This design comes from an exercise in tuning for small area and a short achievable clock period on the open sky130 flow, not from production work. RTL that was checked went through simulation tests only; none was proved equivalent to the original. For runs 2 and 6, only the layout was checked, not whether the RTL still works. Power is estimated from default activity; no workload was simulated.

### design/flow/config.mk
export PLATFORM = sky130hd
export DESIGN_NAME = data_mem_responder
export DESIGN_NICKNAME = data_mem_responder
export VERILOG_FILES = /design/flow/design.v
export SDC_FILE = /design/flow/constraint.sdc
export NUM_CORES = 4
export LEC_CHECK = 0
export CAP_MARGIN = 20
export CORE_MARGIN = 2
export CORE_UTILIZATION = 30
export PLACE_DENSITY = 0.4
export SLEW_MARGIN = 20
### design/flow/constraint.sdc
create_clock -name core_clock -period 5.0 [get_ports {Clock}]
set_input_delay 1.0000 -clock core_clock [delete_from_list [all_inputs] [get_ports {Clock}]]
set_output_delay 1.0000 -clock core_clock [all_outputs]
set_load 0.01 [all_outputs]
### design/flow/design.v
module data_mem_responder #(
    parameter int DATA_WIDTH  = 16,
    parameter int ADDR_WIDTH  = 8,
    parameter int WAIT_CYCLES = 2
) (
    input  logic                  Clock,
    input  logic                  ResetN,
    input  logic                  MemRead,
    input  logic                  MemWrite,
    input  logic [15:0]           Address,
    input  logic [DATA_WIDTH-1:0] WriteData,
    output logic [DATA_WIDTH-1:0] ReadData,
    output logic                  Ready,
    output logic                  Error,
    output logic [1:0]            fsm_state
);
    typedef enum logic [1:0] {
        S_IDLE = 2'd0,
        S_WAIT = 2'd1,
        S_RESP = 2'd2
    } state_t;
    state_t                  state, next_state;
    logic [3:0]              cnt;
    logic [ADDR_WIDTH-1:0]   lat_idx;
    logic [DATA_WIDTH-1:0]   lat_wdata;
    logic                    lat_write;
    logic                    lat_err;
    logic [DATA_WIDTH-1:0]   mem [2**ADDR_WIDTH];
    logic                    req;
    logic                    req_err;
    logic [ADDR_WIDTH-1:0]   req_idx;
    logic                    resp_err;
    logic                    resp_write;
    logic [ADDR_WIDTH-1:0]   resp_idx;
    assign req       = MemRead | MemWrite;
    assign req_idx   = Address[ADDR_WIDTH:1];
    assign req_err   = (MemRead & MemWrite) | Address[0] | (|Address[15:ADDR_WIDTH+1]);
    assign fsm_state = state;
    always_comb begin
        resp_err   = lat_err;
        resp_write = lat_write;
        resp_idx   = lat_idx;
        if (state == S_IDLE) begin
            resp_err   = req_err;
            resp_write = MemWrite;
            resp_idx   = req_idx;
        end
    end
    always_comb begin
        next_state = state;
        Ready      = 1'b0;
        Error      = 1'b0;
        case (state)
            S_IDLE: begin
                if (req) next_state = (WAIT_CYCLES == 0) ? S_RESP : S_WAIT;
            end
            S_WAIT: begin
                if (cnt <= 4'd1) next_state = S_RESP;
            end
            S_RESP: begin
                Ready      = 1'b1;
                Error      = lat_err;
                next_state = S_IDLE;
            end
            default: next_state = S_IDLE;
        endcase
    end
    always_ff @(posedge Clock or negedge ResetN) begin
        if (!ResetN) begin
            state     <= S_IDLE;
            cnt       <= 4'd0;
            lat_idx   <= '0;
            lat_wdata <= '0;
            lat_write <= 1'b0;
            lat_err   <= 1'b0;
            ReadData  <= '0;
        end else begin
            state <= next_state;
            if (state == S_IDLE && req) begin
                cnt       <= 4'(WAIT_CYCLES);
                lat_idx   <= req_idx;
                lat_wdata <= WriteData;
                lat_write <= MemWrite;
                lat_err   <= req_err;
            end else if (state == S_WAIT) begin
                cnt <= cnt - 4'd1;
            end
            if (next_state == S_RESP && state != S_RESP) begin
                ReadData <= (resp_err || resp_write) ? '0 : mem[resp_idx];
            end
        end
    end
    always_ff @(posedge Clock) begin
        if (state == S_RESP && lat_write && !lat_err) begin
            mem[lat_idx] <= lat_wdata;
        end
    end
endmodule
### design/flow/run.sh
#!/bin/bash
# synth_recipe.tcl (not shown) runs the flow's synth.tcl, then flattens the netlist and writes it again
# the make line also repeats each setting of config.mk as NAME=value (left out here)
make -C /OpenROAD-flow-scripts/flow DESIGN_CONFIG=/design/flow/config.mk WORK_HOME=/design/flow/orfs CLKGATE_MAP_FILE= SYNTH_SCRIPT=/design/flow/synth_recipe.tcl finish
==> results of run 1 <==
-- through the flow --
stage | std cells | power (mW)
6_report | 18400 | 132
5_1_grt | 18400 | 137
4_1_cts | 18400 | 133
3_5_place_dp | 17600 | 99.3
3_3_place_gp | 17600 | 98.9
2_1_floorplan | 9772 | 71.1
-- cells by family (layout without fill, tap and decap cells) --
kind of cell | Yosys count | after routing | synth area share [%]
multiplexers | 810 | 810 | 7.86
XOR/XNOR | 1 | 1 | 0.00540
AO/OA/AOI/OAI | 1201 | 1201 | 5.38
buffers and inverters | 651 | 2104 | 2.24
AND/OR/NAND/NOR | 2963 | 2963 | 7.87
other | 0 | 13 | 0
adder cells (fa/ha/maj) | 2 | 2 | 0.0154
flip-flops | 4144 | 4144 | 76.6
-- layer usage --
layer | track usage (%) | part of all wire, % | routed length (um) | vias to the layer above
met1 | 30.0 | 45 | 264000 | 51600
li1 | - | - | - | 40700
met4 | 4.75 | 2.4 | 14500 | 6
met3 | 2.89 | 5.9 | 35200 | 658
met5 | 0 | 0.0057 | 34 | -
met2 | 34.4 | 47 | 279000 | 3411
-- cell usage after synthesis (18+ instances only) --
library cell  count  share of area [%]
o22ai_1          21              0.081
dfrtp_1          48               0.74
nor3_1           18              0.056
mux2i_1         374                2.3
o21ai_0         120               0.37
mux4_1           19               0.31
mux2_2           78               0.54
nor2_1          316               0.73
a211oi_1        187               0.87
nand3_1         465                1.4
a2111oi_0        21               0.11
buf_2           168               0.52
mux4_2          338                4.7
a32oi_1         236                1.3
a221oi_1         78               0.42
buf_1            62               0.14
o211ai_1         18              0.083
clkbuf_1        268               0.62
edfxtp_1       4096                 76
buf_4            77               0.36
and3_1          184               0.71
buf_6            45               0.31
nand4_1          81               0.31
a22oi_1          20              0.093
nor4_1           35               0.14
nand2_1        1795                4.2
a31oi_1         317                1.2
a21oi_1          64               0.20
-- power breakdown --
group / switching (mW) / internal, mW / total, mW
clock network: 14.2 / 19.5 / 33.7
registers: 1.50 / 43.3 / 44.8
logic: 35.3 / 18.1 / 53.4
-- cell type report --
class	count	area (um2)
Inverter	5	18.8
Tap cell	7181	8980
Clock inverter	279	2870
Fill cell	50500	342000
Clock buffer	562	11900
Multi-Input combinational cell	4977	35100
Antenna cell	13	32.5
Timing Repair Buffer	1258	11800
Sequential cell	4144	124000
-- worst register-to-register path: stages (launching register included) --
cell and delay [ps]:
dfrtp_2 570, buf_4 310, or3b_4 470, nand2_8 230, buf_4 250, buf_12 380
mux4_2 580, nand2b_1 130, a31oi_1 110, buf_4 160, a2111oi_2 450, buf_4 240
nand4_1 540, o211ai_1 320
-- registers in the layout, indices dropped and copies added (netlist names) --
register and count:
lat_wdata 16, state 2, lat_err 1, cnt 4, lat_idx 8, ReadData 16
lat_write 1, mem 4096
-- how the worst min path moves through the flow --
stage,startpoint,endpoint,slack (ps)
2_1_floorplan,cnt[1],cnt[1],500
3_3_place_gp,cnt[1],cnt[1],520
3_5_place_dp,cnt[1],cnt[1],540
4_1_cts,ResetN,lat_wdata[11],50
5_1_grt,ResetN,lat_wdata[11],110
6_report,ResetN,lat_wdata[15],110
-- timing repair --
item                                    4_1_cts  5_1_grt
cloned                                        0        0
gates resized for setup                       3        2
endpoints found under the setup margin        3        2
buffers inserted                              3        0
pin swaps                                     0        1
==> summary.md, run 1 <==
| Metric | Value |
|---|---|
| Worst-path clk slew | 60 ps |
| Crit. End Element | register |
| RSZ-0062 raised after global routing | false |
| Slowest cell delay on critical path | 570 ps |
| Util after Layout | between 30% and 40% |
| Die width | between 700 and 800 um |
| CP Data Required Time | 5950 ps |
| Arrival time worst endpoint | between 5000 and 6000 ps |
| Ys Warns | 1 |
| Largest net degree at the start of global routing | 155 |
| Power Dens Cells | 676 mW/mm2 |
| Post-route worst setup slack | 183 ps |
| Lkg Pwr | approximately 64 nW |
| Post-Syn Nets | 9810 |
| Drt wl/cell | 32.2 um |
| Initial antenna violation count | 49 |
| Global-route wire length before repair | 812000 um |
| Seq cells post-synth | just over 4000 |
| FFs w/ async S/R, synth | approximately 1.2% |
| Slowest CP cell | dfrtp_2 |
| Gr usage total | 21.1% |
| CP delay by family, top | simple AND/OR/NAND/NOR gates |
| Vias in the first global route | about 95000 |
| Worst path depth | 13 |
| Reg2reg start | state[0] |
| Nets | 10900 |
| Post-DP Area | 0.180 mm2 |
| # clock sinks | between 4000 and 5000 |
| Class of the worst hold path | primary input to async pin |
| Via count | 96500 |
| Layout cells sized above 1 | 22.8% |
| Min cycle time layout | roughly 4800 ps |
| Hold slack | 106 ps |
| Num rows | 269 |
| Post-route ant nets | 0 |
| Area delta synth->final | 20.3% |
| Post-Place Worst Slack | -886 ps |
| Relative slew slack | 7.81% |
| Seq/Total Area, Yosys | about 77% |
| Post-synth EDFFs | 4096 |
| Cts hold-fix bufs | 0 |
| # H-tree levels | 5 |
| Clk root buf | clkbuf_16 |
| Die Ht | roughly 740 um |
| Critical setup path kind | register to register |
| Setup crit start | state[0] |
| Main synth FF type | edfxtp_1 |
| CTS Buf Count | 454 |
| Peak supply drop | 0.484 mV |
| Outcome | no timing/DRC/antenna violations |
| Core Area | 0.538 mm2 |
| TritonCTS clock tree | done |
| CP startpoint kind | register |
| Final period util | 96.3% |
| Worst slew pin tran | 1380 ps |
| Peak fanout along the critical path | 106 |
| Drt total wl | approximately 590000 um |
| Commonest non-fill, non-tap cell in the layout | edfxtp_1 |
| Max-slew violation count | 0 |
| Worst R2R Path Depth | 13 |
| Critical path cell sequence | buf_4 > or3b_4 > nand2_8 > buf_4 > buf_12 > mux4_2 > nand2b_1 > a31oi_1 > buf_4 > a2111oi_2 > buf_4 > nand4_1 > o211ai_1 |
| Total gr overflow | 0 |
| I/O Buffers | 55 |
| Setup-failing EPs final | 0 |
| Ports | 56 |
| Final Hold Viols | 0 |
| Die area | 0.546 mm2 |
| GPL Wtd Cong | 0.825 |
| Most frequent cells in the layout | edfxtp_1, nand2_1, buf_4 |
| Fin area | around 0.2 mm2 |
| Flop2flop setup slack | roughly 180 ps |
| Clock buffer depth | 4 |
| Synthesized area per cell | about 17 um2 |
| Post-Synthesis Cells | 9772 |
| Max Clock Freq | 208 MHz |
| Buf+Inv Stages, Crit Path | 5 |
| Clock Latency Late Sink | 1060 ps |
| Starting Density | 30.2% |
| Drt first-iter violations | 10600 |
| R2R Path End | ReadData[4] |
| Library cells used by synthesis | 79 |
| Vias per inst | 5.24 |
| DRC | 0 |
| DP Wirelength | 374000 um |
| Crit path capture | ReadData[4] |
| First-pass DRT Iterations | 6 |
| Top cell by count, worst path | buf_4 |
| Max Cap Viol | 0 |
| TNS Setup | 0 ps |
| Post-Syn Area | ~0.16 mm2 |
| Clock skew | 87.9 ps |
==> run 2, diff against run 1 <==
==> design/flow/design.v (replaced) <==
module data_mem_responder (
    input  logic        Clock,
    input  logic        ResetN,
    input  logic        MemRead,
    input  logic        MemWrite,
    input  logic [15:0] Address,
    input  logic [15:0] WriteData,
    output logic [15:0] ReadData,
    output logic        Ready,
    output logic        Error,
    output logic [1:0]  fsm_state
);
    localparam int NGRP = 4;             
    localparam int GW   = 256 / NGRP;    
    logic st0, st1, w2, err_q, wr_q;
    logic [15:0] roww;                   
    logic acc;
    logic [15:0] row, col;               
    logic [15:0] wdata;
    logic        rd_ok, wr_ok, err_l;
    assign acc = !st0 && !st1 && (MemRead || MemWrite);
    always_ff @(posedge Clock or negedge ResetN) begin
        if (!ResetN) begin
            st0   <= 1'b0;
            st1   <= 1'b0;
            w2    <= 1'b0;
            err_q <= 1'b0;
            wr_q  <= 1'b0;
            roww  <= '0;
        end else begin
            st0   <= acc || (st0 && !w2);
            w2    <= st0 && !w2;
            st1   <= st0 && w2;
            err_q <= st0 && w2 && err_l;
            wr_q  <= st0 && w2 && wr_ok;
            roww  <= row & {16{st0 && w2 && wr_ok}};
        end
    end
    assign fsm_state = {st1, st0};
    assign Ready     = st1;
    assign Error     = err_q;
    logic req_err;
    assign req_err = (MemRead & MemWrite) | Address[0] | (|Address[15:9]);
    always_ff @(posedge Clock) begin
        if (acc) begin
            row   <= 16'(1) << Address[8:5];
            col   <= 16'(1) << Address[4:1];
            wdata <= WriteData;
            err_l <= req_err;
            rd_ok <= MemRead & !req_err;
            wr_ok <= MemWrite & !req_err;
        end
    end
    logic [15:0] wd_g;
    assign wd_g = wdata & {16{wr_q}};
    logic [15:0] mem [256];
    logic [255:0] sel, nwe;
    for (genvar w = 0; w < 256; w++) begin : g_word
        assign sel[w] = row[w / 16] & col[w % 16];
        assign nwe[w] = !(roww[w / 16] & col[w % 16]);
        always_ff @(posedge Clock) begin
            mem[w] <= (mem[w] & {16{nwe[w]}}) | (wd_g & {16{sel[w]}});
        end
    end
    logic [15:0] part [NGRP];
    for (genvar g = 0; g < NGRP; g++) begin : g_grp
        logic [15:0] acc_or;
        always_comb begin
            acc_or = '0;
            for (int k = 0; k < GW; k++)
                acc_or = acc_or | (mem[g * GW + k] & {16{sel[g * GW + k]}});
        end
        always_ff @(posedge Clock) part[g] <= acc_or;
    end
    logic [15:0] rd_or;
    always_comb begin
        rd_or = '0;
        for (int g = 0; g < NGRP; g++) rd_or = rd_or | part[g];
    end
    always_ff @(posedge Clock) ReadData <= rd_or & {16{rd_ok}};
endmodule
--- a/design/flow/config.mk
+++ b/design/flow/config.mk
@@ -9,4 +9,4 @@
 export CORE_MARGIN = 2
-export CORE_UTILIZATION = 30
-export PLACE_DENSITY = 0.4
+export CORE_UTILIZATION = 55
+export PLACE_DENSITY = 0.65
 export SLEW_MARGIN = 20
==> run 2 against run 1 <==
Net effect: final area shrank 14%; routed wire length fell by 11%; total power rose by 2.1%; clock skew decreased by 45 ps; first-iteration DRC count is 46% higher; cell count up 12%; clock-buffer cell count up 70; die area shrank 48%; non-clock buffer count fell by 954; sequential power up 37%; hold slack improved by 130 ps; worst setup slack improved by 1200 ps; critical endpoint is now part[1][8]; highest routed layer unchanged.
==> summary.md, run 2 <==
| Metric | Value |
|---|---|
| Max reg flops | 4096 |
| Flop2flop setup slack | ~1400 ps |
| CP Data Required Time | 5820 ps |
| Die area | 0.282 mm2 |
| Max-slew violation count | 0 |
| Max Cap Viol | 0 |
| Layout cells sized above 1 | 5.77% |
| Post-Syn Area | 0.153 mm2 |
| Vias per inst | between 6 and 7 |
| Top reg by flops | mem |
| Seq/Total Area, Yosys | approximately 56% |
| Ys Warns | 3 |
| Class of the worst hold path | primary input to async pin |
| Starting Density | 55.2% |
| Area delta synth->final | 10.4% |
| CP startpoint kind | register |
| Post-Synthesis Cells | 17400 |
| Vias in the first global route | 121000 |
| R2R Path End | part[1][8] |
| First-pass DRT Iterations | 9 |
| CTS Buf Count | 421 |
| I/O Buffers | 55 |
| Post-synth EDFFs | 51 |
| Die Ht | 531 um |
| Post-Syn Nets | ~17000 |
| Final Hold Viols | 0 |
| TritonCTS clock tree | done |
| Setup repair bufs after CTS | 0 |
| RSZ-0062 raised after global routing | false |
| Largest net degree at the start of global routing | approximately 150 |
| Clk root buf | clkbuf_16 |
| Power Dens Cells | between 800 and 900 mW/mm2 |
| Peak fanout along the critical path | 21 |
| Drt wl/cell | 25.5 um |
| Arrival time worst endpoint | between 4000 and 5000 ps |
| Critical setup path kind | register to register |
| DRC | 0 |
| Fillers | 24600 |
| Final period util | 72.2% |
| # clock sinks | 4248 |
| Worst R2R Path Depth | 8 |
| Setup crit start | col[11] |
| Most frequent cell after synthesis | nand2_1 |
| Max Clock Freq | 277 MHz |
| Die width | 531 um |
| Clock skew | 42.7 ps |
| Ports | 56 |
| Lkg Pwr | 64.6 nW |
| Peak supply drop | ~0.43 mV |
| Synth top area cells | dfxtp_1, o21ai_0, nand2_1 |
| Worst slew pin tran | 1280 ps |
| FFs w/ async S/R, synth | 0.494% |
| Synthesized area per cell | 8.75 um2 |
| Initial antenna violation count | 17 |
| Top Registers | mem: 4096 flops, part: 64 flops |
| Cells after DPL | a little under 20000 |
| Outcome | no timing/DRC/antenna violations |
| Reg2reg start | col[11] |
| Total gr overflow | 0 |
| Synth area leader | dfxtp_1 |
| GPL Wtd Cong | just under 0.9 |
| Num rows | 193 |
| Nets | between 15000 and 20000 |
| Finished Layout Cells | 20600 |
| Global-route wire length before repair | 784000 um |
| CTS resizes | 0 |
| Cts hold-fix bufs | 0 |
| Relative slew slack | between 10 and 15% |
| Power Total | around 130 mW |
| Clock Latency Late Sink | 980 ps |
| Library cells used by synthesis | 34 |
| Worst-path clk slew | 60 ps |
| Drt total wl | 525000 um |
| Via count | 130000 |
| Crit. End Element | register |
| Seq cells post-synth | around 4200 |
| TNS Setup | 0 ps |
| Commonest non-fill, non-tap cell in the layout | nand2_1 |
| Setup-failing EPs final | 0 |
| Clock buffer depth | 4 |
| # H-tree levels | 5 |
| Core Area | 0.276 mm2 |
| Min cycle time layout | around 3600 ps |
| Most frequent cells in the layout | nand2_1, dfxtp_1, o21ai_0 |
| DP Wirelength | ~320000 um |
| Synth top area share | 54.8% |
| Gr usage total | between 30% and 40% |
| Main synth FF type | dfxtp_1 |
| Drt first-iter violations | 15500 |
| Post-route ant nets | 0 |
| Commonest cells post-synth | nand2_1, dfxtp_1, o21ai_0, clkbuf_1, a22oi_1 |
-- run 2: stage by stage --
stage	hold WS [ps]	area (um2)	worst slack (ps)	utilization (%)
floorplan	419	153000	1330	-
global route	230	168000	1430	60.9
global placement	433	154000	1490	55.7
finish	236	168000	1390	60.9
detailed placement	442	154000	1480	55.7
CTS	215	168000	1470	60.9
-- run 2: cells by family (layout without fill, tap and decap cells) --
| kind of cell | after synthesis | in the layout | synth area share (%) |
|---|---|---|---|
| simple gates | 5235 | 5235 | 13.6 |
| compound gates | 6329 | 6329 | 26.0 |
| other cells | 0 | 9 | 0 |
| buf+inv | 1622 | 1070 | 4.28 |
| flops | 4248 | 4248 | 56.2 |
-- run 2: power by group --
part,internal [mW],switching (mW)
Combinational,14.1,26.4
Clock,19.3,13.5
Sequential,51.7,9.71
Total,85.1,49.6
-- run 2: worst max-delay path, cell delays in order (launching register included) --
cell      delay, ps
edfxtp_1        880
buf_12          410
buf_4           210
a22o_1          210
a221oi_1        300
nand3_1         220
a222oi_1        900
buf_4           230
nand4_1          60
-- run 2: cell type report --
cell class              count  area, um2  share of cell area (%)
flip-flops and latches   4248      85700                    50.9
well taps                3705       4640                    2.75
clock inverters           131       1650                   0.980
multi-input cells       11600      60500                    35.9
diodes                      9       22.5                  0.0134
clock buffers             632      12700                    7.53
inverters                   3       11.3                 0.00669
repair buffers            304       3220                    1.91
-- run 2: worst max path at each step --
stage                             to  cells past startpoint
after floorplan               col[0]                      2
after global placement    part[3][6]                      7
after detailed placement  part[1][0]                      8
after CTS                 part[1][0]                      8
after global routing      part[1][8]                      8
final                     part[1][8]                      8
-- run 2: per-layer routing --
layer,wire length (um),up-vias,track usage [%]
met2,229000,5869,54.5
met5,88,-,0
met1,219000,63300,50.0
met4,30900,12,19.5
li1,-,60000,-
met3,46400,1077,5.37
==> run 3, diff against run 2 <==
--- a/design/flow/design.v
+++ b/design/flow/design.v
@@ -66,9 +66,9 @@
     for (genvar g = 0; g < NGRP; g++) begin : g_grp
-        logic [15:0] acc_or;
-        always_comb begin
-            acc_or = '0;
-            for (int k = 0; k < GW; k++)
-                acc_or = acc_or | (mem[g * GW + k] & {16{sel[g * GW + k]}});
+        for (genvar b = 0; b < 16; b++) begin : g_bit
+            logic [GW-1:0] terms;
+            for (genvar k = 0; k < GW; k++) begin : g_term
+                assign terms[k] = mem[g * GW + k][b] & sel[g * GW + k];
+            end
+            always_ff @(posedge Clock) part[g][b] <= |terms;
         end
-        always_ff @(posedge Clock) part[g] <= acc_or;
     end
--- a/design/flow/config.mk
+++ b/design/flow/config.mk
@@ -9,4 +9,6 @@
 export CORE_MARGIN = 2
-export CORE_UTILIZATION = 55
-export PLACE_DENSITY = 0.65
+export CORE_UTILIZATION = 60
+export CTS_BUF_LIST = sky130_fd_sc_hd__clkbuf_8
+export CTS_CLUSTER_SIZE = 20
+export PLACE_DENSITY = 0.7
 export SLEW_MARGIN = 20
==> run 3 against run 2 <==
Net effect: sequential share of layout area rose by 0.22 points; highest routed layer unchanged; critical endpoint is now fsm_state[0]; global-route usage up 2.5 points; clock-buffer cell count rose by 220; largest power group unchanged; routed wire length shrank 0.35%; core utilization up 5.0 points; non-clock buffer count fell by 75; sequential power about the same; register-to-register slack better by 50 ps; die area down 7.6%; clock power fell by about 10%; largest cell class unchanged; hold slack gained 110 ps.
==> summary.md, run 3 <==
| Metric | Value |
|---|---|
| Outcome | no timing/DRC/antenna violations |
| Post-synthesis mux area share | 0% |
| Drt total wl | 523000 um |
| # clock sinks | about 4200 |
| Post-synth EDFFs | between 50 and 60 |
| TNS Setup | 0 ps |
| Area delta synth->final | 9.12% |
| Clk pwr share | between 20% and 30% |
| Compound-Gate Fraction of Synth Area | 26.1% |
| Slowest cell delay on critical path | ~820 ps |
| CTS resizes | 0 |
| Clock Latency Late Sink | 1220 ps |
| CP startpoint kind | register |
| Arrival time worst endpoint | between 2000 and 3000 ps |
| Die area | 0.260 mm2 |
| Top Registers | mem: 4096 flops, part: 64 flops |
| Peak fanout along the critical path | 6 |
| Vias in the first global route | 123000 |
| Switching Share | about two fifths |
| Post-DP Area | 0.154 mm2 |
| Util after Layout | 65.9% |
| Seq cells post-synth | 4248 |
| Drt first-iter violations | about 18000 |
| Worst-path clk slew | 60 ps |
| Class of the worst hold path | primary input to register |
| GPL Wtd Cong | 0.949 |
| TritonCTS clock tree | done |
| Most frequent cell after synthesis | nand2_1 |
| Drt wl/cell | 24.9 um |
| Max Clock Freq | about 280 MHz |
| Lkg Pwr | 66.4 nW |
| Library cells used by synthesis | 32 |
| Setup repair bufs after CTS | 0 |
| Peak supply drop | about 0.74 mV |
| Largest net degree at the start of global routing | between 100 and 150 |
| # H-tree levels | 6 |
| Max-slew violation count | 0 |
| Post-route ant nets | 0 |
| Main synth FF type | dfxtp_1 |
| Switching power | 49.8 mW |
| Clock buffer depth | 4 |
| Synth top area cells | dfxtp_1, o21ai_0, nand2_1 |
| DP Wirelength | between 300000 and 400000 um |
| CTS Buf Count | 665 |
| Die Ht | between 500 and 600 um |
| Adder-Cell Fraction of Synth Area | 0% |
| Worst slew pin tran | 1260 ps |
| Synth top area share | between 50% and 60% |
| Largest family of logic cells by synthesized area | compound AO/OA/AOI/OAI gates |
| Core Area | 0.254 mm2 |
| Post-Syn Area | 0.154 mm2 |
| Max reg flops | around 4100 |
| Critical path cell sequence | clkdlybuf4s50_1 |
| FFs w/ async S/R, synth | 0.494% |
| Reg power frac | a little under half |
| Commonest non-fill, non-tap cell in the layout | nand2_1 |
| Die width | between 500 and 600 um |
| RSZ-0062 raised after global routing | false |
| Setup-failing EPs final | 0 |
| CP delay by family, top | buffers and inverters |
| Post-Synthesis Cells | 17800 |
| Crit. End Element | primary output |
| DRC | 0 |
| Buf+Inv Stages, Crit Path | 1 |
| Nets | 17100 |
| Starting Density | 60.4% |
| Critical setup path kind | register to primary output |
| Synthesized area per cell | 8.61 um2 |
| Fin area | about 0.17 mm2 |
| Power Dens Cells | roughly 800 mW/mm2 |
| Slowest CP cell | clkdlybuf4s50_1 |
| Post-Synth XOR/XNOR Area | 0% |
| Via count | 135000 |
| CP Data Required Time | 4000 ps |
| Cts hold-fix bufs | 1 |
| P_int | about 80 mW |
| Global-route wire length before repair | approximately 800000 um |
| Final period util | 72.1% |
| Total gr overflow | 0 |
| Final Hold Viols | 0 |
| Post-Syn Nets | 17900 |
| Max Cap Viol | 0 |
| Commonest cells post-synth | nand2_1, dfxtp_1, o21ai_0, clkbuf_1, a22oi_1 |
| Relative slew slack | 15.7% |
| Vias per inst | 6.43 |
| Top reg by flops | mem |
| Post-synthesis simple-gate area fraction | 13.9% |
| Num rows | between 150 and 200 |
| First-pass DRT Iterations | 9 |
| Gr usage total | 38.7% |
| Comb power frac | a little under a third |
| Ports | 56 |
| Min cycle time layout | 3600 ps |
| I/O Buffers | 55 |
| Layout cells sized above 1 | 6.52% |
| Ys Warns | 3 |
| Seq/Total Area, Yosys | 55.8% |
| Initial antenna violation count | 31 |
| Synth area leader | dfxtp_1 |
| Clk root buf | clkbuf_8 |
| Most frequent cells in the layout | nand2_1, dfxtp_1, o21ai_0 |
| Clock skew | 51.9 ps |
[run 3: changes by cell type after synthesis, sizes merged, moves of 48 or more]
cell,change
a22oi,+541
o2111a,-48
clkbuf,+100
a221oi,-242
buf,-66
nor2,+48
a32oi,-81
nand2,+177
o21ai,+63
and3,-49
[run 3: power by group through the flow]
| stage | sequential [mW] | combinational [mW] | clock [mW] |
|---|---|---|---|
| after CTS | 61.1 | 38.3 | 29.6 |
| after detailed placement | 61.7 | 38.3 | 0 |
| after global placement | 61.4 | 37.2 | 0 |
| after global routing | 63.2 | 43.2 | 31.2 |
| final | 61.5 | 39.4 | 29.5 |
| after floorplan | 58.6 | 25.8 | 0 |
[run 3: final cells by class]
class,count,area (um2)
Clock buffer,852,11700
Antenna cell,15,37.5
Sequential cell,4248,85700
Inverter,2,7.51
Timing Repair Buffer,229,2660
Clock inverter,332,1720
Tap cell,3366,4210
Fill cell,22000,86800
Multi-Input combinational cell,11900,61600
[run 3: metal layers]
metal  global-route usage (%)  vias to the layer above  wire, um
met3                     8.03                     1354     56100
met2                     57.6                     7256    226000
met5                        0                        -       117
li1                         -                    61300         -
met1                     53.5                    64900    213000
met4                     18.7                       18     27500
[run 3: metrics by stage]
step | setup slack (ps) | hold slack (ps) | std cells | power, mW
finish | 1400 | 348 | 21000 | 130
global route | 1300 | 309 | 21000 | 138
CTS | 1270 | 287 | 21000 | 129
detailed placement | 1580 | 442 | 19800 | 100
global placement | 1550 | 433 | 19800 | 98.6
floorplan | 1330 | 419 | 17800 | 84.3
[run 3: final timing paths]
check,startpoint,end,slack [ps],depth (start not counted)
worst max-delay path,st0,fsm_state[0],1400,1
worst min-delay path,WriteData[15],wdata[15],350,1
worst max register to register,col[9],part[1][11],1440,6
max in group asynchronous,ResetN,err_q,3850,3
min in group asynchronous,ResetN,roww[2],620,3
worst min register to register,mem[2][9],mem[2][9],450,2
[run 3: cell families (layout without fill, tap and decap cells)]
kind of cell           after synthesis  count (layout)
buffers and inverters             1655            1415
flip-flops                        4248            4248
AND/OR/NAND/NOR                   5426            5426
AO/OA/AOI/OAI                     6514            6514
other                                0              15
==> run 4, diff against run 3 <==
--- a/design/flow/config.mk
+++ b/design/flow/config.mk
@@ -10,5 +10,7 @@
 export CORE_UTILIZATION = 60
-export CTS_BUF_LIST = sky130_fd_sc_hd__clkbuf_8
-export CTS_CLUSTER_SIZE = 20
+export CTS_BUF_LIST = sky130_fd_sc_hd__clkbuf_16
+export CTS_CLUSTER_DIAMETER = 60
+export CTS_CLUSTER_SIZE = 25
 export PLACE_DENSITY = 0.7
+export SETUP_SLACK_MARGIN = 2.6
 export SLEW_MARGIN = 20
==> run 4 against run 3 <==
Net effect: largest cell class unchanged; worst setup slack improved by 1000 ps; largest power group unchanged; critical path depth did not move; highest routed layer unchanged; via count down 0.60%; hold slack worse by 210 ps; clock power decreased by 24%; global-route usage is 0.72 points higher; synthesized area unchanged; final area down 1.6%.
==> summary.md, run 4 <==
| Metric | Value |
|---|---|
| Outcome | no timing/DRC/antenna violations |
| Ys Warns | 3 |
| Post-synthesis simple-gate area fraction | 13.9% |
| Top Registers | mem: 4096 flops, part: 64 flops |
| Starting Density | 60.4% |
| Worst-path clk slew | around 100 ps |
| Largest net degree at the start of global routing | 169 |
| Reg2reg start | col[5] |
| Critical path cell sequence | buf_6 |
| Synth top area share | 54.4% |
| Max Clock Freq | approximately 390 MHz |
| RSZ-0062 raised after global routing | true |
| Adder-Cell Fraction of Synth Area | 0% |
| Initial antenna violation count | 38 |
| Drt total wl | 544000 um |
| Class of the worst hold path | primary input to async pin |
| Cts hold-fix bufs | 0 |
| Crit. End Element | primary output |
| Vias per inst | 6.59 |
| Total gr overflow | 0 |
| Lkg Pwr | approximately 63 nW |
| Clk root buf | clkbuf_16 |
| Worst R2R Path Depth | 6 |
| Arrival time worst endpoint | 1590 ps |
| Worst path depth | 1 |
| Seq cells post-synth | approximately 4200 |
| Top reg by flops | mem |
| Post-Synthesis Cells | around 18000 |
| Post-DP Area | 0.154 mm2 |
| Slowest cell delay on critical path | 480 ps |
| # H-tree levels | 4 |
| CP delay by family, top | flip-flops |
| TNS Setup | 0 ps |
| CP startpoint kind | register |
| TritonCTS clock tree | done |
| Synth top area cells | dfxtp_1, o21ai_0, nand2_1 |
| Final Hold Viols | 0 |
| Vias in the first global route | roughly 120k |
| Post-Syn Nets | 17900 |
| Synth area leader | dfxtp_1 |
| # clock sinks | 4248 |
| Slowest CP cell | dfrtp_2 |
| Synthesized area per cell | 8.61 um2 |
| Max-slew violation count | 0 |
| Most frequent cell after synthesis | nand2_1 |
| Via count | roughly 130k |
| Largest family of logic cells by synthesized area | compound AO/OA/AOI/OAI gates |
| Max reg flops | 4096 |
| Peak fanout along the critical path | 1 |
| Setup-failing EPs final | 0 |
| Worst slew pin tran | 1320 ps |
| Area delta synth->final | 7.33% |
| Commonest cells post-synth | nand2_1, dfxtp_1, o21ai_0, clkbuf_1, a22oi_1 |
| Max Cap Viol | 0 |
| DRC | 0 |
| Drt wl/cell | 26.8 um |
| Finished Layout Cells | a little over 20000 |
| Relative slew slack | 12.1% |
| Die Ht | a little over 500 um |
| Post-synthesis mux area share | 0% |
| Post-Synth XOR/XNOR Area | 0% |
| Setup crit start | err_q |
| Power Dens Cells | 769 mW/mm2 |
| Power Total | around 130 mW |
| Num rows | approximately 190 |
| CTS Buf Count | about 240 |
| Drt first-iter violations | roughly 19000 |
| Die area | 0.260 mm2 |
| Core Area | around 0.25 mm2 |
| Commonest non-fill, non-tap cell in the layout | nand2_1 |
| Gr usage total | 39.4% |
| Nets | 16800 |
| Clock Latency Late Sink | 980 ps |
| Library cells used by synthesis | 32 |
| I/O Buffers | between 50 and 60 |
| Fin area | 0.165 mm2 |
| Most frequent cells in the layout | nand2_1, dfxtp_1, o21ai_0 |
| Main synth FF type | dfxtp_1 |
| First-pass DRT Iterations | 10 |
| Peak supply drop | 0.471 mV |
| FFs w/ async S/R, synth | 0.494% |
| Global-route wire length before repair | 787000 um |
| Clock skew | 62.8 ps |
| CP Data Required Time | 4000 ps |
| Buf+Inv Stages, Crit Path | 1 |
| Post-synth EDFFs | 51 |
| Ports | 56 |
| DP Wirelength | between 300000 and 400000 um |
| GPL Wtd Cong | between 0.9 and 1 |
| Layout cells sized above 1 | around 5.7% |
| Compound-Gate Fraction of Synth Area | 26.1% |
| Post-Syn Area | 0.154 mm2 |
| Final period util | 51.7% |
| Cells after DPL | 19800 |
| Die width | around 510 um |
| Clock buffer depth | 4 |
| Seq/Total Area, Yosys | about 56% |
| Post-route ant nets | 0 |
| Critical setup path kind | register to primary output |
| Min cycle time layout | roughly 2600 ps |
[run 4: final cells by class]
| type | instances | area, um2 |
|---|---|---|
| diodes | 23 | 57.6 |
| clock buffers | 239 | 5980 |
| clock inverters | 182 | 1890 |
| fillers | 21900 | 89500 |
| inverters | 2 | 22.5 |
| multi-input cells | 11900 | 63100 |
| flip-flops and latches | 4248 | 85700 |
| well taps | 3366 | 4210 |
| repair buffers | 327 | 3930 |
[run 4: layer usage]
layer	routed length (um)	GRT usage (%)	vias to the layer above
met4	31300	19.5	16
met5	121	0	-
met3	61100	7.78	1392
met2	234000	58.8	7534
met1	217000	54.5	64600
li1	-	-	60500
[run 4: where the power goes]
| part | switching (mW) | internal, mW | total (mW) |
|---|---|---|---|
| Sequential | 10.1 | 51.6 | 61.7 |
| Combinational | 28.2 | 14.6 | 42.7 |
| Clock | 12.4 | 9.94 | 22.3 |
[run 4: final timing paths]
path	to	slack (ps)
min	roww[3]	140
max reg2reg	part[2][9]	2480
min reg2reg	mem[231][15]	460
min in group core_clock	mem[231][15]	460
max	Error	2410
max in group asynchronous	err_q	4320
[run 4: kinds of logic (layout without fill, tap and decap cells)]
logic type             Yosys count  after routing
buffers and inverters         1655            750
AND/OR/NAND/NOR               5426           5426
other                            0             23
AO/OA/AOI/OAI                 6514           6514
flip-flops                    4248           4248
[run 4: stage by stage]
| step | setup slack, ps | hold WS [ps] | util [%] |
|---|---|---|---|
| final | 2410 | 138 | 64.8 |
| after global routing | 2390 | 108 | 64.8 |
| after CTS | 2360 | 71.1 | 64.2 |
| after detailed placement | 1800 | 441 | 60.6 |
| after global placement | 1810 | 432 | 60.6 |
| after floorplan | 2140 | 419 | - |
[run 4: what timing repair did]
action                                  in CTS  in global routing
endpoints found under the setup margin     872                898
resized for setup                          308                237
pin swaps                                   34                 60
gates cloned                                 2                 21
buffers inserted                            37                 36
==> run 5, diff against run 4 <==
==> design/flow/flow/run.sh (new file) <==
#!/bin/bash
# Standard ORFS layout, except that clock tree synthesis builds larger sink clusters from
# clkbuf_16 and inserts no dummy loads. Each tool's full output goes to its own log here;
# ORFS also keeps its per-step logs under orfs/logs/.
set -euo pipefail
export CTS_ARGS="-sink_clustering_enable -repair_clock_nets -dont_use_dummy_load -buf_list sky130_fd_sc_hd__clkbuf_16 -sink_clustering_size 25 -sink_clustering_max_diameter 60"
bash standard.sh finish > make_finish.log 2>&1
==> design/flow/standard.sh (new file) <==
#!/bin/bash
# synth_recipe.tcl (not shown) runs the flow's synth.tcl, then flattens the netlist and writes it again
# the make line also repeats each setting of config.mk as NAME=value (left out here)
make -C /OpenROAD-flow-scripts/flow DESIGN_CONFIG=/design/flow/config.mk WORK_HOME=/design/flow/orfs CLKGATE_MAP_FILE= SYNTH_SCRIPT=/design/flow/synth_recipe.tcl "${@:-finish}"
removed: design/flow/run.sh
==> run 5 against run 4 <==
Net effect: synthesized cell count did not move; largest cell class unchanged; core utilization down 0.73 points; non-clock buffer count increased by 9; synthesized area did not move; via count fell by 0.58%; largest power group unchanged; still clean; hold slack got worse by 24 ps; worst setup slack improved by 8.6 ps.
==> summary.md, run 5 <==
| Metric | Value |
|---|---|
| Min cycle time layout | 2580 ps |
| Via count | 133000 |
| Largest net degree at the start of global routing | 169 |
| Vias per inst | about 6.6 |
| Outcome | no timing/DRC/antenna violations |
| Synth top area cells | dfxtp_1, o21ai_0, nand2_1 |
| Util after Layout | 64.1% |
| Clock skew | 84.0 ps |
| Commonest non-fill, non-tap cell in the layout | nand2_1 |
| Post-synth EDFFs | 51 |
| CP Data Required Time | 5760 ps |
| Synthesized area per cell | between 8 and 9 um2 |
| Top Registers | mem: 4096 flops, part: 64 flops |
| Clock buffer depth | 4 |
| Final Hold Viols | 0 |
| CTS Buf Count | 237 |
| Drt first-iter violations | between 15000 and 20000 |
| First-pass DRT Iterations | 8 |
| Initial antenna violation count | 26 |
| Starting Density | 60.4% |
| Commonest cells post-synth | nand2_1, dfxtp_1, o21ai_0, clkbuf_1, a22oi_1 |
| Crit. End Element | register |
| Area delta synth->final | 6.13% |
| Synth area leader | dfxtp_1 |
| Post-Syn Area | 0.154 mm2 |
| # H-tree levels | 4 |
| Relative slew slack | 12.6% |
| TNS Setup | 0 ps |
| Lkg Pwr | 62.6 nW |
| Setup-failing EPs final | 0 |
| Most frequent cell after synthesis | nand2_1 |
| Fin area | 0.163 mm2 |
| Peak supply drop | approximately 0.46 mV |
| Cts hold-fix bufs | 0 |
| Buf+Inv Stages, Crit Path | 1 |
| Max-slew violation count | 0 |
| Die Ht | 510 um |
| I/O Buffers | 55 |
| Slowest CP cell | edfxtp_1 |
| Post-route worst setup slack | 2420 ps |
| Num rows | 185 |
| Clock Latency Late Sink | 970 ps |
| Post-DP Area | 0.154 mm2 |
| Main synth FF type | dfxtp_1 |
| Die area | approximately 0.26 mm2 |
| CP delay by family, top | compound AO/OA/AOI/OAI gates |
| TritonCTS clock tree | done |
| RSZ-0062 raised after global routing | true |
| GPL Wtd Cong | 0.955 |
| Nets | 16800 |
| DRC | 0 |
| Peak fanout along the critical path | 144 |
| Arrival time worst endpoint | ~3300 ps |
| Post-Place Worst Slack | 1800 ps |
| Class of the worst hold path | primary input to async pin |
| Global-route wire length before repair | 787000 um |
| Max Cap Viol | 0 |
| Ys Warns | 3 |
| Vias in the first global route | 119000 |
| Library cells used by synthesis | 32 |
| Drt wl/cell | 27.0 um |
| Critical path cell sequence | buf_12 > a22oi_1 > nand4_1 > a221oi_4 > nand4_1 |
| Final period util | 51.5% |
| FFs w/ async S/R, synth | less than 1% |
| Synth top area share | roughly 54% |
| Max reg flops | 4096 |
| Top cell by count, worst path | nand4_1 |
| Critical setup path kind | register to register |
| Clk root buf | clkbuf_16 |
| Most frequent cells in the layout | nand2_1, dfxtp_1, o21ai_0 |
| Seq/Total Area, Yosys | 55.8% |
| Layout cells sized above 1 | under 10% |
| Seq cells post-synth | between 4000 and 5000 |
| Total gr overflow | 0 |
| Worst-path clk slew | 100 ps |
| Ports | 56 |
| Drt total wl | between 500000 and 600000 um |
| Fillers | 22200 |
| Core Area | approximately 0.25 mm2 |
| CP startpoint kind | register |
| Die width | slightly above 500 um |
| # clock sinks | approximately 4200 |
| Slowest cell delay on critical path | 490 ps |
| Max Clock Freq | 388 MHz |
| Post-Syn Nets | 17900 |
| Post-route ant nets | 0 |
| Gr usage total | between 30% and 40% |
| Post-Synthesis Cells | 17800 |
| Power Dens Cells | 760 mW/mm2 |
| Power Total | 124 mW |
| Worst slew pin tran | between 1000 and 1500 ps |
| Top reg by flops | mem |
| DP Wirelength | 324000 um |
==> run 5: cell counts after synthesis <==
Identical to the previous run, type by type.
==> run 5: report_power, final <==
| part | leakage (nW) | total (mW) | switching, mW | internal [mW] |
|---|---|---|---|---|
| registers | 35.4 | 61.7 | 10.1 | 51.6 |
| logic | 24.3 | 42.8 | 28.2 | 14.6 |
| clock network | 2.92 | 19.4 | 11.0 | 8.38 |
==> run 5: logic make-up after synthesis <==
group	after synthesis	share of synthesized area, %
AO/OA/AOI/OAI	6514	26.1
AND/OR/NAND/NOR	5426	13.9
flip-flops	4248	55.8
buffers and inverters	1655	4.23
==> run 5: worst reg2reg max path, stage by stage, from the launching register on <==
cell and delay [ps]:
edfxtp_1 490, buf_12 240, a22oi_1 710, nand4_1 370
a221oi_4 490, nand4_1 130
==> run 5: what timing repair did <==
item | CTS | global route
endpoints found under the setup margin | 806 | 679
resized for setup | 307 | 217
pin swaps | 26 | 78
gates cloned | 3 | 23
buffers inserted | 38 | 40
==> run 5: path summary, 6_finish.rpt <==
path	from	endpoint	slack, ps	cells past startpoint
worst max register to register	col[4]	part[2][5]	2420	5
worst min register to register	mem[231][15]	mem[231][15]	450	2
worst max-delay path	col[4]	part[2][5]	2420	5
worst min-delay path	ResetN	roww[1]	110	2
max in group asynchronous	ResetN	err_q	4260	2
min in group core_clock	mem[231][15]	mem[231][15]	450	2
==> run 5: layout make-up <==
type | instances | area [um2] | area share [%]
tap | 3366 | 4210 | 2.58
clock buffer | 237 | 5930 | 3.64
inverter | 2 | 22.5 | 0.0138
sequential | 4248 | 85700 | 52.6
timing repair buffer | 336 | 4030 | 2.47
multi-input combinational | 11900 | 63100 | 38.7
antenna | 20 | 50.0 | 0.0307
==> run 5: per-layer routing <==
layer	GRT usage (%)	wire (um)
met5	0	84
met3	7.76	61000
met1	54.6	217000
met4	18.5	32100
met2	59.2	234000
==> run 5: per-stage QoR <==
step,std cells,hold slack (ps)
after floorplan,17800,419
after global placement,19800,432
after detailed placement,19800,441
after CTS,20100,71.8
after global routing,20100,94.2
final,20100,114
==> run 6, diff against run 5 <==
--- a/design/flow/design.v
+++ b/design/flow/design.v
@@ -14,4 +14,5 @@
     localparam int GW   = 256 / NGRP;    
-    logic st0, st1, w2, err_q, wr_q;
+    logic st0, st1, w2, err_q;
     logic [15:0] roww;                   
+    logic [15:0] wd_g;                   
     logic acc;
@@ -27,4 +28,4 @@
             err_q <= 1'b0;
-            wr_q  <= 1'b0;
             roww  <= '0;
+            wd_g  <= '0;
         end else begin
@@ -34,4 +35,4 @@
             err_q <= st0 && w2 && err_l;
-            wr_q  <= st0 && w2 && wr_ok;
             roww  <= row & {16{st0 && w2 && wr_ok}};
+            wd_g  <= wdata & {16{st0 && w2 && wr_ok}};
         end
@@ -53,4 +54,2 @@
     end
-    logic [15:0] wd_g;
-    assign wd_g = wdata & {16{wr_q}};
     logic [15:0] mem [256];
==> design/flow/flow/run.sh (replaced) <==
#!/bin/bash
# Standard ORFS layout, except that clock tree synthesis builds larger sink clusters from
# clkbuf_16 and inserts no dummy loads. Each tool's full output goes to its own log here;
# ORFS also keeps its per-step logs under orfs/logs/.
set -euo pipefail
export CTS_ARGS="-sink_clustering_enable -repair_clock_nets -dont_use_dummy_load -buf_list sky130_fd_sc_hd__clkbuf_16 -sink_clustering_size 28 -sink_clustering_max_diameter 80"
bash standard.sh finish > make_finish.log 2>&1
--- a/design/flow/config.mk
+++ b/design/flow/config.mk
@@ -10,7 +10,4 @@
 export CORE_UTILIZATION = 60
-export CTS_BUF_LIST = sky130_fd_sc_hd__clkbuf_16
-export CTS_CLUSTER_DIAMETER = 60
-export CTS_CLUSTER_SIZE = 25
 export PLACE_DENSITY = 0.7
-export SETUP_SLACK_MARGIN = 2.6
+export SETUP_SLACK_MARGIN = 2.55
 export SLEW_MARGIN = 20
==> run 6 against run 5 <==
Net effect: still clean; worst setup slack got worse by 240 ps; clock skew decreased by 22 ps; global-route usage decreased by 1.2 points; sequential share of layout area increased by 0.14 points; critical path type unchanged; critical endpoint is now part[1][15].
==> summary.md, run 6 <==
| Metric | Value |
|---|---|
| Lkg Pwr | around 67 nW |
| Setup-failing EPs final | 0 |
| Area delta synth->final | 4.87% |
| Cts hold-fix bufs | 0 |
| CP startpoint kind | register |
| Worst-path clk slew | 100 ps |
| I/O Buffers | 55 |
| Nets | around 13000 |
| GPL Wtd Cong | 0.910 |
| CTS Buf Count | 179 |
| Via count | 124000 |
| Num rows | 187 |
| Synth top area cells | dfxtp_1, a22o_1, a22oi_1 |
| Global-route wire length before repair | 781000 um |
| Commonest cells post-synth | a22o_1, dfxtp_1, a22oi_1, clkbuf_1, nand2_1 |
| Top Registers | mem: 4096 flops, part: 64 flops |
| Drt first-iter violations | 18700 |
| Post-Syn Nets | 14000 |
| # H-tree levels | 4 |
| Outcome | no timing/DRC/antenna violations |
| Commonest non-fill, non-tap cell in the layout | a22o_1 |
| Clock skew | 62.3 ps |
| Max Cap Viol | 0 |
| Main synth FF type | dfxtp_1 |
| Power Dens Cells | a little under 800 mW/mm2 |
| Largest net degree at the start of global routing | 141 |
| Vias per inst | between 7 and 8 |
| Worst slew pin tran | about 1200 ps |
| Library cells used by synthesis | 33 |
| Post-Syn Area | between 0.15 and 0.2 mm2 |
| Synthesized area per cell | 11.2 um2 |
| Most frequent cells in the layout | a22o_1, dfxtp_1, a22oi_1 |
| Starting Density | between 60% and 70% |
| Finished Layout Cells | 16100 |
| Ys Warns | 3 |
| RSZ-0062 raised after global routing | true |
| Layout cells sized above 1 | 6.81% |
| Max Clock Freq | 356 MHz |
| Vias in the first global route | between 100k and 150k |
| Final Hold Viols | 0 |
| Flop2flop setup slack | 2190 ps |
| Max-slew violation count | 0 |
| Total gr overflow | 0 |
| Seq cells post-synth | between 4000 and 5000 |
| TritonCTS clock tree | done |
| Critical setup path kind | register to register |
| Power Total | ~130 mW |
| CP Data Required Time | 5600 ps |
| First-pass DRT Iterations | 10 |
| Crit. End Element | register |
| Clock buffer depth | 3 |
| Die width | 514 um |
| Drt wl/cell | between 30 and 40 um |
| Post-route ant nets | 0 |
| Die area | 0.264 mm2 |
| Arrival time worst endpoint | 3410 ps |
| Most frequent cell after synthesis | a22o_1 |
| Drt total wl | 537000 um |
| TNS Setup | 0 ps |
| DRC | 0 |
| Post-synth EDFFs | 51 |
| Min cycle time layout | 2810 ps |
| Top reg by flops | mem |
| Cells after DPL | 15700 |
| Seq/Total Area, Yosys | 55.2% |
| Relative slew slack | 17.4% |
| DP Wirelength | 309000 um |
| Gr usage total | a little under two fifths |
| Synth area leader | dfxtp_1 |
| Synth top area share | 53.7% |
| Peak supply drop | ~0.46 mV |
| Initial antenna violation count | 30 |
| Clock Latency Late Sink | 880 ps |
| Post-Synthesis Cells | 13900 |
| Die Ht | 514 um |
| Clk root buf | clkbuf_16 |
| Ports | 56 |
| Final period util | 56.3% |
| FFs w/ async S/R, synth | less than 1% |
| Class of the worst hold path | primary input to async pin |
| Peak fanout along the critical path | 56 |
| # clock sinks | ~4300 |
| Max reg flops | 4096 |
| Core Area | 0.259 mm2 |
[run 6: critical path, stage by stage, from the launching register on]
cell and delay (ps):
edfxtp_1 570, buf_4 230, buf_12 140, buf_12 170, a22oi_2 230, nand3_2 130, a221oi_4 500, nand4_1 470
[run 6: power breakdown]
group | leakage [nW] | switching (mW) | total [mW] | internal (mW)
logic | 28.7 | 26.3 | 47.8 | 21.6
registers | 35.6 | 10.7 | 62.4 | 51.7
clock network | 2.21 | 10.5 | 16.9 | 6.44
total | 66.6 | 47.5 | 127 | 79.7
[run 6: layout make-up]
type / count / area, um2
multi-input combinational: 7789 / 63400
antenna: 18 / 45.0
fill: 19900 / 95600
tap: 3402 / 4260
inverter: 2 / 22.5
clock buffer: 179 / 4480
sequential: 4263 / 86100
timing repair buffer: 432 / 5140
[run 6: metrics by stage]
stage	cell area [um2]	setup WS, ps	util (%)	hold WS (ps)
after floorplan	156000	2140	-	419
after CTS	162000	2340	62.4	215
after global placement	155000	1240	59.9	431
after global routing	163000	2260	63.1	242
after detailed placement	155000	1230	59.9	433
final	163000	2190	63.1	252
[run 6: worst paths after layout]
| path | depth (start not counted) | end | start |
|---|---|---|---|
| min in group core_clock | 1 | wd_g[5] | wdata[5] |
| worst max register to register | 7 | part[1][15] | col[0] |
| worst max-delay path | 7 | part[1][15] | col[0] |
| worst min register to register | 1 | wd_g[5] | wdata[5] |
| worst min-delay path | 1 | wd_g[9] | ResetN |
| max in group asynchronous | 1 | wd_g[15] | ResetN |
[run 6: what timing repair did]
item                                     CTS  global route
pin swaps                                 57            80
cloned                                    14            20
gates resized for setup                  324           241
setup buffers                             78            35
endpoints found under the setup margin  1973           435
[run 6: routing by layer]
layer  vias up  share of wire, %  wire length [um]  global-route usage [%]
met2      8245                43            230000                    56.1
li1      52000                 -                 -                       -
met5         -             0.011                60                       0
met3      1286                12             62600                    7.91
met4        10               5.3             28400                    17.7
met1     62500                40            216000                    53.9
[run 6: cells by family (layout without fill, tap and decap cells)]
logic type,count (synthesis),after routing,share of synthesized area (%)
DFF,4263,4263,55.2
AOI/OAI and AO/OA,6514,6514,35.6
and+or+nand+nor,1269,1275,4.07
other,0,18,0
buffers and inverters,1882,613,5.14
==> run 7, diff against run 6 <==
--- a/design/flow/design.v
+++ b/design/flow/design.v
@@ -12,5 +12,5 @@
 );
-    localparam int NGRP = 4;             
+    localparam int NGRP = 8;             
     localparam int GW   = 256 / NGRP;    
-    logic st0, st1, w2, err_q;
+    logic w1, w2, o0, o1, oe;
     logic [15:0] roww;                   
@@ -21,9 +21,10 @@
     logic        rd_ok, wr_ok, err_l;
-    assign acc = !st0 && !st1 && (MemRead || MemWrite);
+    assign acc = !(w1 || w2 || o1) && (MemRead || MemWrite);
     always_ff @(posedge Clock or negedge ResetN) begin
         if (!ResetN) begin
-            st0   <= 1'b0;
-            st1   <= 1'b0;
+            w1    <= 1'b0;
             w2    <= 1'b0;
-            err_q <= 1'b0;
+            o0    <= 1'b0;
+            o1    <= 1'b0;
+            oe    <= 1'b0;
             roww  <= '0;
@@ -31,13 +32,14 @@
         end else begin
-            st0   <= acc || (st0 && !w2);
-            w2    <= st0 && !w2;
-            st1   <= st0 && w2;
-            err_q <= st0 && w2 && err_l;
-            roww  <= row & {16{st0 && w2 && wr_ok}};
-            wd_g  <= wdata & {16{st0 && w2 && wr_ok}};
+            w1    <= acc;
+            w2    <= w1;
+            o0    <= acc || w1;
+            o1    <= w2;
+            oe    <= w2 && err_l;
+            roww  <= row & {16{w2 && wr_ok}};
+            wd_g  <= wdata & {16{w2 && wr_ok}};
         end
     end
-    assign fsm_state = {st1, st0};
-    assign Ready     = st1;
-    assign Error     = err_q;
+    assign fsm_state = {o1, o0};
+    assign Ready     = o1;
+    assign Error     = oe;
     logic req_err;
--- a/design/flow/config.mk
+++ b/design/flow/config.mk
@@ -9,4 +9,4 @@
 export CORE_MARGIN = 2
-export CORE_UTILIZATION = 60
-export PLACE_DENSITY = 0.7
+export CORE_UTILIZATION = 65
+export PLACE_DENSITY = 0.75
 export SETUP_SLACK_MARGIN = 2.55
==> run 7 against run 6 <==
Net effect: total power down 7.9%; final area down 1.7%; hold slack better by 40 ps; synthesized cell count grew 1.2%; routed wire length is 6.9% lower; register-to-register slack improved by 80 ps; sequential power shrank 5.3%; first-iteration DRC count up 7.3%; clock skew is 5.8 ps higher; critical endpoint is now part[5][13]; largest power group unchanged.
==> summary.md, run 7 <==
| Metric | Value |
|---|---|
| Max Cap Viol | 0 |
| Commonest non-fill, non-tap cell in the layout | a22o_1 |
| Met3 usage | 8.32% |
| Gr usage total | 38.9% |
| Slowest cell delay on critical path | 550 ps |
| First-pass DRT Iterations | 10 |
| Setup-failing EPs final | 0 |
| Synthesized area per cell | roughly 11 um2 |
| Final Hold Viols | 0 |
| Post-Syn Area | 0.157 mm2 |
| Synth top area cells | dfxtp_1, a22o_1, a22oi_1 |
| Relative slew slack | between 20 and 25% |
| DP Wirelength | 293000 um |
| Worst-path clk slew | 100 ps |
| Nets | 12700 |
| Max Clock Freq | 366 MHz |
| Die area | 0.245 mm2 |
| I/O Buffers | 55 |
| Via count | 123000 |
| Power Total | 117 mW |
| RSZ-0062 raised after global routing | true |
| Synth area leader | dfxtp_1 |
| Drt total wl | 500000 um |
| GPL Wtd Cong | 0.938 |
| Global-route wire length before repair | 745000 um |
| Fillers | approximately 18000 |
| Drt first-iter violations | 20100 |
| Core Area | approximately 0.24 mm2 |
| Post-synth EDFFs | 51 |
| CTS Buf Count | around 180 |
| Vias per inst | 7.72 |
| R2R Path End | part[5][13] |
| # H-tree levels | 4 |
| Initial antenna violation count | 23 |
| TNS Setup | 0 ps |
| Post-DP Area | around 0.16 mm2 |
| CP delay by family, top | compound AO/OA/AOI/OAI gates |
| Worst R2R Path Depth | 5 |
| Post-Syn Nets | roughly 14000 |
| Comb power frac | around a third |
| Area delta synth->final | 2.29% |
| Critical setup path kind | register to register |
| Top Registers | mem: 4096 flops, part: 128 flops |
| Die Ht | 495 um |
| Finished Layout Cells | 15900 |
| Post-route ant nets | 0 |
| Num rows | 180 |
| Flop2flop setup slack | 2270 ps |
| Most frequent cell after synthesis | a22o_1 |
| Crit. End Element | register |
| Class of the worst hold path | primary input to async pin |
| Peak fanout along the critical path | roughly 120 |
| Cells after DPL | 15700 |
| GR peak layer | met2 |
| Switching Share | 37.6% |
| Clk root buf | clkbuf_16 |
| DRC | 0 |
| TritonCTS clock tree | done |
| Reg2reg start | col[9] |
| Synth top area share | 54.1% |
| Most frequent cells in the layout | a22o_1, dfxtp_1, a22oi_1 |
| M2 GR Usage | 56.5% |
| # clock sinks | about 4300 |
| Clock Latency Late Sink | 880 ps |
| Commonest cells post-synth | a22o_1, dfxtp_1, a22oi_1, clkbuf_1, nand2_1 |
| Starting Density | 65.3% |
| Total gr overflow | 0 |
| CP startpoint kind | register |
| Layout cells sized above 1 | 4.41% |
| Critical path cell sequence | buf_12 > a22oi_1 > nand2_1 > o31ai_2 > nand4_1 |
| Switching power | 44.0 mW |
| Post-Synthesis Cells | about 14000 |
| Ys Warns | 3 |
| FFs w/ async S/R, synth | 0.855% |
| Top reg by flops | mem |
| Library cells used by synthesis | 28 |
| Seq cells post-synth | 4328 |
| Max reg flops | 4096 |
| P_int | 73.1 mW |
| Main synth FF type | dfxtp_1 |
| Vias in the first global route | 115000 |
| Slowest CP cell | edfxtp_1 |
| Peak supply drop | 0.472 mV |
| Die width | 495 um |
| Seq/Total Area, Yosys | 55.6% |
| Fin area | around 0.16 mm2 |
| Ports | 56 |
| Reg power frac | approximately 50% |
| CP Data Required Time | 5730 ps |
| Lkg Pwr | 67.2 nW |
| Clock buffer depth | 3 |
| Drt wl/cell | roughly 31 um |
| Arrival time worst endpoint | ~3500 ps |
| Min cycle time layout | approximately 2700 ps |
| M1 GR Usage | 55.0% |
| Cts hold-fix bufs | 0 |
| Power Dens Cells | 729 mW/mm2 |
| Buf+Inv Stages, Crit Path | 1 |
| Clock skew | slightly below 70 ps |
| Largest net degree at the start of global routing | between 150 and 200 |
| Final period util | 54.7% |
| Worst slew pin tran | around 1200 ps |
| Max-slew violation count | 0 |
| Clk pwr share | 14.3% |
| Outcome | no timing/DRC/antenna violations |
run 7: through the flow:
step           worst slack (ps)  hold slack [ps]  util (%)
3_3_place_gp               1890              440      64.7
6_report                   2270              292      66.8
3_5_place_dp               1840              433      64.8
4_1_cts                    2380              240      66.7
5_1_grt                    2440              267      66.8
2_1_floorplan              2640              421         -
run 7: layout make-up:
type	instances	area, um2	area share, %
antenna	13	32.5	0.0203
clock buffer	176	4400	2.74
inverter	2	7.51	0.00467
sequential	4328	87400	54.4
tap	3185	3990	2.48
timing repair buffer	256	2870	1.79
multi-input combinational	7927	61900	38.5
run 7: layer usage:
| layer | part of all wire (%) | vias up |
|---|---|---|
| met4 | 5.5 | 10 |
| met3 | 12 | 1241 |
| li1 | - | 51900 |
| met2 | 43 | 8239 |
| met1 | 40 | 61200 |
| met5 | 0.017 | - |
run 7: repair_timing:
item,4_1_cts,5_1_grt
pin swaps,0,4
gates cloned,0,1
resized for setup,129,93
endpoints found under the hold margin,0,0
buffers inserted,18,8
setup endpoints to repair,1424,487
run 7: cells by family after synthesis:
group                  synth area share, %
buffers and inverters                 5.15
DFF                                   55.6
and+or+nand+nor                       4.30
AOI/OAI and AO/OA                     34.9
run 7: power groups by stage:
stage                     sequential, mW  clock (mW)  combinational [mW]
after detailed placement            59.1           0                39.4
after global routing                60.3        17.9                43.5
after CTS                           58.5        16.8                39.8
after global placement              58.6           0                38.2
after floorplan                     55.4           0                29.1
final                               59.1        16.8                41.2
run 7: worst reg2reg max path, stage by stage (launching register included):
cell and delay, ps:
edfxtp_1 550, buf_12 260, a22oi_1 870, nand2_1 230, o31ai_2 510, nand4_1 170
run 7: worst max-delay path by stage:
stage                     depth (start not counted)     start  slack [ps]          end
after floorplan                                   2  MemWrite        2640       col[0]
after global placement                            4  MemWrite        1890       col[4]
after detailed placement                          4    col[6]        1840  part[6][14]
after CTS                                         5        w2        2380       col[1]
after global routing                              2        o1        2440        Ready
final                                             5    col[9]        2270  part[5][13]
==> run 8, diff against run 7 <==
==> design/flow/run.sh (new file) <==
#!/bin/bash
# synth_recipe.tcl (not shown) runs the flow's synth.tcl, then flattens the netlist and writes it again
# the make line also repeats each setting of config.mk as NAME=value (left out here)
make -C /OpenROAD-flow-scripts/flow DESIGN_CONFIG=/design/flow/config.mk WORK_HOME=/design/flow/orfs CLKGATE_MAP_FILE= SYNTH_SCRIPT=/design/flow/synth_recipe.tcl finish
--- a/design/flow/config.mk
+++ b/design/flow/config.mk
@@ -10,2 +10,5 @@
 export CORE_UTILIZATION = 65
+export CTS_BUF_LIST = sky130_fd_sc_hd__clkbuf_16
+export CTS_CLUSTER_DIAMETER = 80
+export CTS_CLUSTER_SIZE = 28
 export PLACE_DENSITY = 0.75
removed: design/flow/flow/run.sh
removed: design/flow/standard.sh
==> run 8 against run 7 <==
Net effect: worst setup slack worse by 48 ps; critical endpoint is now part[5][14]; final area is 0.35% higher; still clean; critical path type unchanged; total power is 0.68% higher; highest routed layer unchanged.
==> summary.md, run 8 <==
| Metric | Value |
|---|---|
| Outcome | no timing/DRC/antenna violations |
| Synth top area share | 54.1% |
| Nets | 12700 |
| Max-slew violation count | 0 |
| Peak supply drop | 0.469 mV |
| R2R Path End | part[5][14] |
| Adder-Cell Fraction of Synth Area | 0% |
| Main synth FF type | dfxtp_1 |
| GPL Wtd Cong | 0.938 |
| Layout cells sized above 1 | 4.51% |
| Starting Density | 65.3% |
| Post-Syn Area | 0.157 mm2 |
| Commonest non-fill, non-tap cell in the layout | a22o_1 |
| Clock Latency Late Sink | between 900 and 1000 ps |
| P_int | about 74 mW |
| Synth top area cells | dfxtp_1, a22o_1, a22oi_1 |
| I/O Buffers | 55 |
| Switching power | approximately 44 mW |
| Most frequent cell after synthesis | a22o_1 |
| Class of the worst hold path | primary input to async pin |
| Crit. End Element | register |
| Arrival time worst endpoint | 3540 ps |
| Clk root buf | clkbuf_16 |
| Top Registers | mem: 4096 flops, part: 128 flops |
| Flop2flop setup slack | 2220 ps |
| Critical setup path kind | register to register |
| Relative slew slack | 17.7% |
| Max Cap Viol | 0 |
| Seq cells post-synth | 4328 |
| Post-DP Area | 0.156 mm2 |
| Initial antenna violation count | 26 |
| Num rows | 180 |
| Largest family of logic cells by synthesized area | compound AO/OA/AOI/OAI gates |
| Fillers | 17800 |
| Drt first-iter violations | 19900 |
| Via count | approximately 120k |
| Gr usage total | 39.0% |
| Comb power frac | 35.0% |
| Post-Synthesis Cells | approximately 14000 |
| Final period util | 55.6% |
| Vias in the first global route | 115000 |
| Power Total | 118 mW |
| Top reg by flops | mem |
| Die area | roughly 0.25 mm2 |
| Post-synthesis simple-gate area fraction | 4.30% |
| Synth area leader | dfxtp_1 |
| Library cells used by synthesis | 28 |
| RSZ-0062 raised after global routing | true |
| Clock buffer depth | 3 |
| Compound-Gate Fraction of Synth Area | 34.9% |
| Die Ht | between 400 and 500 um |
| Worst slew pin tran | between 1000 and 1500 ps |
| First-pass DRT Iterations | 8 |
| DP Wirelength | approximately 300000 um |
| FFs w/ async S/R, synth | less than 1% |
| Min cycle time layout | 2780 ps |
| # H-tree levels | 4 |
| Vias per inst | 7.71 |
| Post-synth EDFFs | 51 |
| Seq/Total Area, Yosys | about 56% |
| Drt wl/cell | ~31 um |
| TNS Setup | 0 ps |
| Lkg Pwr | 67.5 nW |
| Fin area | 0.161 mm2 |
| Setup-failing EPs final | 0 |
| Clock skew | 36.8 ps |
| Commonest cells post-synth | a22o_1, dfxtp_1, a22oi_1, clkbuf_1, nand2_1 |
| Global-route wire length before repair | 746000 um |
| Die width | between 400 and 500 um |
| Reg power frac | 50.1% |
| Power Dens Cells | 732 mW/mm2 |
| Largest net degree at the start of global routing | ~180 |
| Ys Warns | 3 |
| Util after Layout | 67.1% |
| Post-Syn Nets | approximately 14000 |
| Area delta synth->final | 2.65% |
| CP startpoint kind | register |
| Most frequent cells in the layout | a22o_1, dfxtp_1, a22oi_1 |
| DRC | 0 |
| CP Data Required Time | 5760 ps |
| Switching Share | 37.6% |
| Max Clock Freq | approximately 360 MHz |
| Post-synthesis mux area share | 0% |
| Core Area | 0.240 mm2 |
| Max reg flops | 4096 |
| # clock sinks | 4328 |
| Reg2reg start | col[9] |
| Worst-path clk slew | 110 ps |
| Clk pwr share | 14.9% |
| Worst R2R Path Depth | 5 |
| Post-Synth XOR/XNOR Area | 0% |
| CTS Buf Count | about 180 |
| Total gr overflow | 0 |
| Ports | 56 |
| Peak fanout along the critical path | 124 |
| Drt total wl | 500000 um |
| TritonCTS clock tree | done |
| Post-route ant nets | 0 |
| Synthesized area per cell | 11.1 um2 |
| Final Hold Viols | 0 |
| Hold slack | 241 ps |
run 8: per-layer routing:
layer / track usage (%) / vias to the layer above / wire (um)
li1: - / 52000 / -
met1: 55.1 / 61600 / 200000
met2: 56.4 / 8193 / 214000
met3: 8.27 / 1210 / 58400
met4: 19.4 / 14 / 27200
met5: 0 / - / 92
run 8: through the flow:
step	setup WS, ps	instances
after floorplan	2640	14100
after global placement	1890	15700
after detailed placement	1840	15700
after global routing	2420	15900
final	2220	16000
after CTS	2380	15900
run 8: cell type report:
cell class,count,area (um2),area share (%)
antenna,16,40.0,0.0248
clock buffer,182,4550,2.83
clock inverter,64,414,0.257
inverter,2,7.51,0.00466
multi-input combinational,7927,61900,38.4
sequential,4328,87400,54.2
tap,3185,3990,2.47
timing repair buffer,255,2870,1.78
run 8: power by group through the flow:
stage	Sequential, mW	Combinational [mW]	Clock [mW]
final	59.1	41.2	17.6
after global routing	60.3	43.5	18.7
after CTS	58.5	39.8	17.5
after detailed placement	59.1	39.4	0
after global placement	58.6	38.2	0
after floorplan	55.4	29.1	0
run 8: worst max-delay path by stage:
| stage | from | to | slack, ps | cells past startpoint |
|---|---|---|---|---|
| 5_1_grt | o1 | Ready | 2420 | 2 |
| 2_1_floorplan | MemWrite | col[0] | 2640 | 2 |
| 3_3_place_gp | MemWrite | col[4] | 1890 | 4 |
| 6_report | col[9] | part[5][14] | 2220 | 5 |
| 4_1_cts | w2 | col[1] | 2380 | 5 |
| 3_5_place_dp | col[6] | part[6][14] | 1840 | 4 |
run 8: critical path, cell delays in order, from the launching register on:
cell      delay [ps]
edfxtp_1         550
buf_12           250
a22oi_1          600
nand2_1          130
o31ai_1          500
nand4_1          150
run 8: kinds of logic after synthesis:
logic type,Yosys count
simple gates,1396
compound gates,6530
flops,4328
buf+inv,1843
run 8: timing repair:
action / CTS / global route
endpoints found under the setup margin: 1413 / 414
buffers inserted: 18 / 8
hold endpoints to repair: 0 / 0
cloned: 0 / 1
resized for setup: 127 / 84
hold buffers: 0 / 0
pin swaps: 0 / 5

[separate check: timing with driven ports]
The flow's constraints put no driver on any port. The routed layouts listed below were extracted and timed again, unchanged, in two steps. Step 1: set_driving_cell puts a clkbuf_16 on Clock and a buf_2 on each other input, an assumption about the parent block. Step 2 times the ports against the registers' clock, not the clock port: input delays grow and output delays shrink by t, the midpoint of the rising clock arrivals with the driver on. Three values: no drivers, after step 1, after step 2; two values: the first two.
| run | shift t [ns] | slack for setup (ns) | hold WS [ns] | latest minus earliest clock arrival (ns) |
|---|---|---|---|---|
| run 1 | 1.130 | 0.183 / 0.183 / -0.644 | 0.106 / 0.017 / 0.553 | 0.096 / 0.095 |
| run 2 | 1.067 | 1.388 / 1.388 / 1.388 | 0.236 / 0.152 / 0.451 | 0.047 / 0.047 |
| run 3 | 1.304 | 1.397 / 1.293 / 1.437 | 0.348 / 0.269 / 0.451 | 0.067 / 0.067 |
| run 4 | 1.052 | 2.415 / 2.309 / 2.017 | 0.138 / 0.133 / 0.457 | 0.067 / 0.066 |
| run 5 | 1.036 | 2.423 / 2.332 / 2.006 | 0.114 / 0.110 / 0.451 | 0.088 / 0.088 |
| run 6 | 0.953 | 2.187 / 2.187 / 1.822 | 0.252 / 0.184 / 0.454 | 0.079 / 0.079 |
| run 7 | 0.948 | 2.267 / 2.267 / 2.024 | 0.292 / 0.231 / 0.475 | 0.081 / 0.081 |
| run 8 | 0.978 | 2.219 / 2.219 / 2.034 | 0.241 / 0.190 / 0.482 | 0.040 / 0.041 |
Met with ideal ports but missed after step 2: setup timing in run 1. The setup slack of run 1, which loses most, moves by 0.000 ns with the drivers and by -0.827 ns with both steps.
